This design comes from an exercise in tuning for small area, a short achievable clock period and few clock cycles on the open sky130 flow, not from production work.
Where RTL was checked, it was by simulation tests only, not by an equivalence proof against the original.
Power and IR drop assume default switching activity.

Design la_capture, start of the top module:
module la_capture #(
   parameter  int DATA_W = 18,
   parameter  int DEPTH  = 256,
   localparam int AW     = $clog2(DEPTH)
) (
   input  logic              clk_i,
   input  logic              rst_i,
   input  logic [DATA_W-1:0] data_i,
   input  logic              trig_i,
   input  logic [1:0]        trig_mode_i,
   input  logic [AW-1:0]     pretrig_i,
   input  logic              arm_i,
   input  logic [7:0]        trig_cnt_i,
   output logic              armed_o,
   output logic              triggered_o,
   output logic              done_o,
   output logic              rd_valid_o,
   input  logic              rd_ready_i,
   output logic [DATA_W-1:0] rd_data_o,
   output logic              rd_last_o
);
Size in the first run: about 5,000 cells after synthesis, about 4,700 flip-flops, roughly 0.097 mm2 of cells after synthesis.
clock: 6.0 ns
lec_check: 0
cap_margin: 20
core_margin: 2
core_utilization: 65
cts_cluster_diameter: 65
cts_cluster_size: 32
gpl_routability_driven: 0
setup_slack_margin: 4
slew_margin: 20
run.sh (not shown) runs the stock make flow with config.mk's settings and CLKGATE_MAP_FILE= SYNTH_SCRIPT=/design/flow/synth_recipe.tcl, a recipe that flattens the netlist after the stock synthesis.
Testbench counts at the start, summed over its fixed seeds: cycles 12,628.
Edit:
CORE_UTILIZATION = 68   (was 65)
GPL_ROUTABILITY_DRIVEN = not set   (was 0)
What happened: The new run completed without violations. Setup slack is worse by 0.015 ns. Final cell count came out lower by 1.1%. Worst hold slack stays flat. Clock-buffer cell count came out higher by 2. Via count came out lower by 0.60%. Synthesized cell count does not change.


la_capture, a different RTL version from the one above (not shown whole).
For scale: ~5000 cells after synthesis, roughly 4700 flip-flops, about 64 I/O pins, ~96000 sq um of cells after synthesis.
make LEC_CHECK=0 CAP_MARGIN=20 CORE_MARGIN=2 CORE_UTILIZATION=65 CTS_CLUSTER_DIAMETER=70 CTS_CLUSTER_SIZE=36 SETUP_SLACK_MARGIN=4 SLEW_MARGIN=20 finish   # period 6.0 ns
==> next run, changes <==
Settings changed: CTS_CLUSTER_DIAMETER 70 to 60, CTS_CLUSTER_SIZE 36 to 30, SETUP_SLACK_MARGIN 4 to not set.
=> Via count hardly moves; clock-buffer cell count grows by 46; final cell count barely changes.
==> next run, changes <==
Settings changed: GPL_TIMING_DRIVEN set to 0, SETUP_SLACK_MARGIN set to 4.
Wire length grows by a few percent.
Setup slack gets better by 0.94 ns.
Cell count grows slightly.
Sequential share of layout area shrinks by 1.1 points.
Sequential cell count stays the same.
Core utilization grows by 0.89 points.
First-iteration DRC count shrinks by about a fifth.
Cell area grows slightly.
Non-clock buffer count grows by 68.
==> next run, changes <==
Settings changed: CTS_CLUSTER_DIAMETER 60 to 65, CTS_CLUSTER_SIZE 30 to 32, GPL_TIMING_DRIVEN 0 to not set.
Outcome:
- final area decreases by 0.97%
- die area is unchanged
- routed wire length decreases by 1.4%
- clock-buffer cell count decreases by 18
- non-clock buffer count decreases by 14
- worst setup slack improved by 0.0051 ns
- area after synthesis does not change
- clock power decreases by about 8%
- cell count decreases by 0.91%
- hold slack got worse by 0.0089 ns
- global-route usage decreases by 0.37 points
==> next run, changes <==
Settings changed: CORE_UTILIZATION 65 to 60, CTS_CLUSTER_DIAMETER 65 to 60, CTS_CLUSTER_SIZE 32 to 30.
Result: The new run passed the timing, DRC and antenna checks; final area went up by 1.6%; synthesized area is unchanged; die area went up by 8.2%; worst hold slack improves by 0.0076 ns; core utilization went down by 4.5 points; maximum frequency went down by 3.2%.
==> next run, changes <==
Settings changed: CORE_UTILIZATION 60 to 65.
Outcome:
- The new run ran to the end with no violations
- hold slack barely changes
- clock skew rose by 0.0036 ns
- final area fell by about 0.9%
Function was not checked in any run of this note: the RTL went through the layout flow alone.


Setup of v37:
la_capture with an RTL version that a note above also has.
Size: roughly 5300 cells after synthesis, roughly 4700 flip-flops.
export LEC_CHECK = 0
export ABC_AREA = 1
export CAP_MARGIN = 20
export CORE_MARGIN = 2
export CORE_UTILIZATION = 65
export CTS_CLUSTER_DIAMETER = 65
export CTS_CLUSTER_SIZE = 32
export SETUP_SLACK_MARGIN = 4
export SLEW_MARGIN = 20
create_clock -name core_clock -period 6.0 [get_ports {clk_i}]
Testbench counts of v37, summed over its fixed seeds: cycles 12,628.
Modified inputs, v46 compared to v37
Settings: SLEW_MARGIN changed from 20 to 5; CAP_MARGIN changed from 20 to 5; ABC_AREA removed (was 1).
--- outcome ---
v46 vs. v37: estimated wirelength of the detail-placed design lower; post-route minimum period fell by 90 ps; sequential share of layout area shows a reduction of 1.1 points; synthesized instance count lower.
Input-level comparison between v54 and v46:
Settings: changing CAP_MARGIN from 5 to 20; setting TNS_END_PERCENT to 20 for the first time; changing SLEW_MARGIN from 5 to 20.
### Flow results
v54 closes out successfully: all stages finished, all timing, DRC and antenna checks passed. Summary of the comparison: worst clock skew is higher in v54, relative to v46. Remaining antenna violation count after routing came out exactly the same in v54 and v46. Slack of the worst reg-to-reg path is higher on v46. Against v46 as the reference, v54 delivers a lower met2 usage in global routing. Compared with v46, in v54 share of post-route cells with drive strength above 1 went down 1.2 points; peak clock frequency supported by timing held; proportion of cell area occupied by registers went up 0.55 points; total cell area at the placement stage held. There was hardly any difference in total power between v54 and v46. Comparing clock share of power for v54 and v46, the smaller number came from v54.


## run A
la_capture, a different RTL version from the one above (not shown whole).
Size: ~5000 cells after synthesis, roughly 4700 flip-flops, ~64 I/O pins, about 96000 um2 of cells after synthesis.
Settings: LEC_CHECK=0, CAP_MARGIN=20, CORE_MARGIN=2, CORE_UTILIZATION=45, CTS_CLUSTER_DIAMETER=100, CTS_CLUSTER_SIZE=30, SETUP_SLACK_MARGIN=4, SLEW_MARGIN=20; clock period 6.0 ns.
Run A finished every stage and its layout cleared the timing, DRC and antenna checks.
### run A -> run B
diff --git a/flow/config.mk b/flow/config.mk
--- a/flow/config.mk
+++ b/flow/config.mk
@@ -10,5 +10,3 @@
 export CORE_UTILIZATION = 45
-export CTS_CLUSTER_DIAMETER = 100
-export CTS_CLUSTER_SIZE = 30
-export SETUP_SLACK_MARGIN = 4
+export SETUP_SLACK_MARGIN = 3.5
 export SLEW_MARGIN = 20
[summary]
- Power in sequential cells: run B vs run A — no meaningful difference
- Of run B and run A, it is run B that has the higher share of the cycle needed by the critical path after routing.
- Compared with run A, run B shows a area growth from synthesis to layout that is 10 points higher.
- Diff run A -> run B: worst setup margin decreased 0.048 ns; total of buffers placed on input and output ports essentially unchanged; power share of the combinational group essentially unchanged.
- Re highest achievable clock rate: run A and run B aren't equal, and the lower value belongs to run B.
Inputs modified between run B and run C:
diff --git a/flow/config.mk b/flow/config.mk
--- a/flow/config.mk
+++ b/flow/config.mk
@@ -9,4 +9,6 @@
 export CORE_MARGIN = 2
-export CORE_UTILIZATION = 45
-export SETUP_SLACK_MARGIN = 3.5
+export CORE_UTILIZATION = 65
+export CTS_CLUSTER_DIAMETER = 60
+export CTS_CLUSTER_SIZE = 30
+export SETUP_SLACK_MARGIN = 4
 export SLEW_MARGIN = 20
Notes after the runs:
Measured against each other, run B and run C differ in final-layout fill cell count, the higher figure coming from run B.
Going from run B to run C, floorplan row count shrank by more than 10%.
Max-capacitance violation count: run B vs run C identical
The clock period minus worst slack number comes out lower for run C vs run B.
Clock skew delta (run C − run B): favourable
Hold slack: run C better than run B
Run B vs run C, end point of the critical path: rd_data_o[11] vs rd_data_o[15]
Compared to run B, run C has met2 track demand over resource in global routing 4.8 points higher.
Diff run B -> run C | post-CTS setup buffer count | increase of 8
Looking at core footprint, run C sits 65000 um2 below run B.
No run of this note included a check of the RTL's function; only the layout flow was run.


## yarrow
RTL: one of the versions met above, not the one the previous note started from.
For scale: about 5000 cells after synthesis, ~64 I/O pins, about 0.097 sq mm of cells after synthesis.
clock: 6.0 ns
lec_check: 0
cap_margin: 20
core_margin: 2
core_utilization: 65
cts_cluster_diameter: 65
cts_cluster_size: 32
setup_slack_margin: 3.6
slew_margin: 20
yarrow was carried through to the last stage, and its layout satisfied the timing, DRC and antenna checks.
Testbench counts of yarrow, summed over its fixed seeds: cycles 12,628.
### yarrow -> nickel
# yarrow
export LEC_CHECK = 0
export CAP_MARGIN = 20
export CORE_MARGIN = 2
export CORE_UTILIZATION = 65
export CTS_CLUSTER_DIAMETER = 65
export CTS_CLUSTER_SIZE = 32
export SETUP_SLACK_MARGIN = 3.6
export SLEW_MARGIN = 20
create_clock -name core_clock -period 6.0 [get_ports {clk_i}]
# nickel
export LEC_CHECK = 0
export CAP_MARGIN = 20
export CORE_MARGIN = 2
export CORE_UTILIZATION = 65
export CTS_CLUSTER_DIAMETER = 65
export CTS_CLUSTER_SIZE = 32
export PLACE_DENSITY = 0.7
export SETUP_SLACK_MARGIN = 4
export SLEW_MARGIN = 20
create_clock -name core_clock -period 6.0 [get_ports {clk_i}]
Diff yarrow..nickel | total power | negligible
NOTE: number of global-route vias before repair in nickel exceeds that of yarrow
nickel — final critical path time including I/O delays and setup 67 ps lower, yarrow as reference
Going from yarrow to nickel, number of sequential storage elements level, ratio of final minimum period to clock period moved down, number of clock buffers in the layout moved up.
Going from yarrow to nickel, cell area after layout rose by about 0.43%, unique cell type count in the Yosys netlist saw little to no change, via count comparable, clock latency of the later-clocked register in the worst-skew pair held steady.
Input changes introduced in willow (baseline for comparison: nickel):
# nickel
export LEC_CHECK = 0
export CAP_MARGIN = 20
export CORE_MARGIN = 2
export CORE_UTILIZATION = 65
export CTS_CLUSTER_DIAMETER = 65
export CTS_CLUSTER_SIZE = 32
export PLACE_DENSITY = 0.7
export SETUP_SLACK_MARGIN = 4
export SLEW_MARGIN = 20
create_clock -name core_clock -period 6.0 [get_ports {clk_i}]
# willow
export LEC_CHECK = 0
export CAP_MARGIN = 20
export CORE_MARGIN = 2
export CORE_UTILIZATION = 65
export CTS_CLUSTER_DIAMETER = 65
export CTS_CLUSTER_SIZE = 32
export SETUP_SLACK_MARGIN = 4
export SLEW_MARGIN = 20
create_clock -name core_clock -period 6.0 [get_ports {clk_i}]
### Flow results
willow completed; timing, DRC and antenna clean
Diff nickel -> willow: number of filler cells placed in the layout went up 317; overall power after layout went up about 1%; area of the multi-input gates went up 130 sq um.
Compared with nickel, in willow area of all placed cells without fillers climbed 0.68%; overall track demand over capacity in global routing dropped 0.44 points; peak supply drop climbed about 11%.
Relative to willow, the following input files were edited for indigo:
# willow
export LEC_CHECK = 0
export CAP_MARGIN = 20
export CORE_MARGIN = 2
export CORE_UTILIZATION = 65
export CTS_CLUSTER_DIAMETER = 65
export CTS_CLUSTER_SIZE = 32
export SETUP_SLACK_MARGIN = 4
export SLEW_MARGIN = 20
create_clock -name core_clock -period 6.0 [get_ports {clk_i}]
# indigo
export LEC_CHECK = 0
export CAP_MARGIN = 20
export CORE_MARGIN = 2
export CORE_UTILIZATION = 65
export CTS_CLUSTER_DIAMETER = 68
export CTS_CLUSTER_SIZE = 34
export SETUP_SLACK_MARGIN = 4
export SLEW_MARGIN = 20
create_clock -name core_clock -period 6.0 [get_ports {clk_i}]
Results
Delta (indigo minus willow): net switching power figure dropped 0.41%, clock-buffer cell count went down. indigo vs willow: area added between synthesis and finish down in indigo. Between indigo and willow, the final period demand of the worst path does not differ in any meaningful way. Total power delta for indigo relative to willow: 1.6% lower. Looking at total wire length across both flows, indigo is the stronger of the two, with willow trailing. On sequential cell area share: indigo sits above willow. willow -> indigo: post-CTS setup-driven buffer insertion count increased by a little under 10%. Maximum frequency from static timing analysis across willow and indigo: no real change.
What cedar does differently from indigo at the input level:
# indigo
export LEC_CHECK = 0
export CAP_MARGIN = 20
export CORE_MARGIN = 2
export CORE_UTILIZATION = 65
export CTS_CLUSTER_DIAMETER = 68
export CTS_CLUSTER_SIZE = 34
export SETUP_SLACK_MARGIN = 4
export SLEW_MARGIN = 20
create_clock -name core_clock -period 6.0 [get_ports {clk_i}]
# cedar
export LEC_CHECK = 0
export CAP_MARGIN = 20
export CORE_MARGIN = 2
export CORE_UTILIZATION = 65
export CTS_CLUSTER_DIAMETER = 70
export CTS_CLUSTER_SIZE = 36
export SETUP_SLACK_MARGIN = 4
export SLEW_MARGIN = 20
create_clock -name core_clock -period 6.0 [get_ports {clk_i}]
--- outcome ---
cedar vs indigo, setup fix buffers added after clock tree synthesis went down by 1. cedar: worst-case reg-to-reg path depth 1 below indigo. cedar vs. indigo: number of non-clock buffers in the layout flat, total wire length up about 0.4%, final area flat, power density over the cells flat. indigo → cedar: final-layout worst hold slack decreased 6.9 ps, number of antenna violations at the first check in global routing essentially unchanged.

-- afterwards: timing with drivers on the ports --
How much do the figures lean on ideal ports? The routed layouts below were timed once more, with nothing changed but the port constraints. Step 1 sets driving cells, clkbuf_16 on the clock port and buf_2 on the other inputs (assumed; they add their load-dependent delay and slew). Step 2 adds t to the input delays and takes it off the output delays; t is the mean of the earliest and latest rising clock arrival at the registers after step 1. Input paths then give back, and output paths get back, about the clock's delay inside the block. Three values: ideal ports, drivers, drivers and shift; two values: the first two.
| run | t (ns) | setup WS [ns] | worst setup path after step 2 |
|---|---|---|---|
| the first run of note 1 | 0.867 | 3.504 / 3.430 / 2.933 | input to register |
| the second run of note 1 | 0.847 | 3.489 / 3.416 / 2.973 | input to register |
| the first run of note 2 | 0.863 | 3.460 / 3.385 / 2.977 | input to register |
| the second run of note 2 | 0.870 | 2.520 / 2.566 / 1.696 | input to register |
| the third run of note 2 | 0.864 | 3.459 / 3.386 / 3.005 | input to register |
| the fourth run of note 2 | 0.871 | 3.464 / 3.389 / 2.918 | input to register |
| the fifth run of note 2 | 0.873 | 3.381 / 3.305 / 2.993 | input to register |
| the sixth run of note 2 | 0.884 | 3.462 / 3.387 / 2.948 | input to register |
| v37 | 0.852 | 3.414 / 3.340 / 3.111 | input to register |
| v46 | 0.867 | 3.504 / 3.430 / 2.933 | input to register |
| v54 | 0.863 | 3.498 / 3.416 / 2.794 | input to register |
| run A | 0.889 | 3.208 / 3.129 / 3.083 | input to register |
| run B | 0.988 | 3.160 / 3.079 / 2.666 | input to register |
| run C | 0.868 | 3.299 / 3.225 / 3.147 | input to register |
| yarrow | 0.862 | 3.393 / 3.319 / 2.815 | input to register |
| nickel | 0.855 | 3.460 / 3.386 / 2.963 | input to register |
| willow | 0.867 | 3.504 / 3.430 / 2.933 | input to register |
| indigo | 0.861 | 3.502 / 3.429 / 2.896 | input to register |
| cedar | 0.877 | 3.487 / 3.408 / 2.859 | input to register |
After both steps setup and hold are still met in every run listed. For the second run of note 2, which loses most, drivers alone change the setup slack by +0.046 ns; drivers and shift together by -0.824 ns.
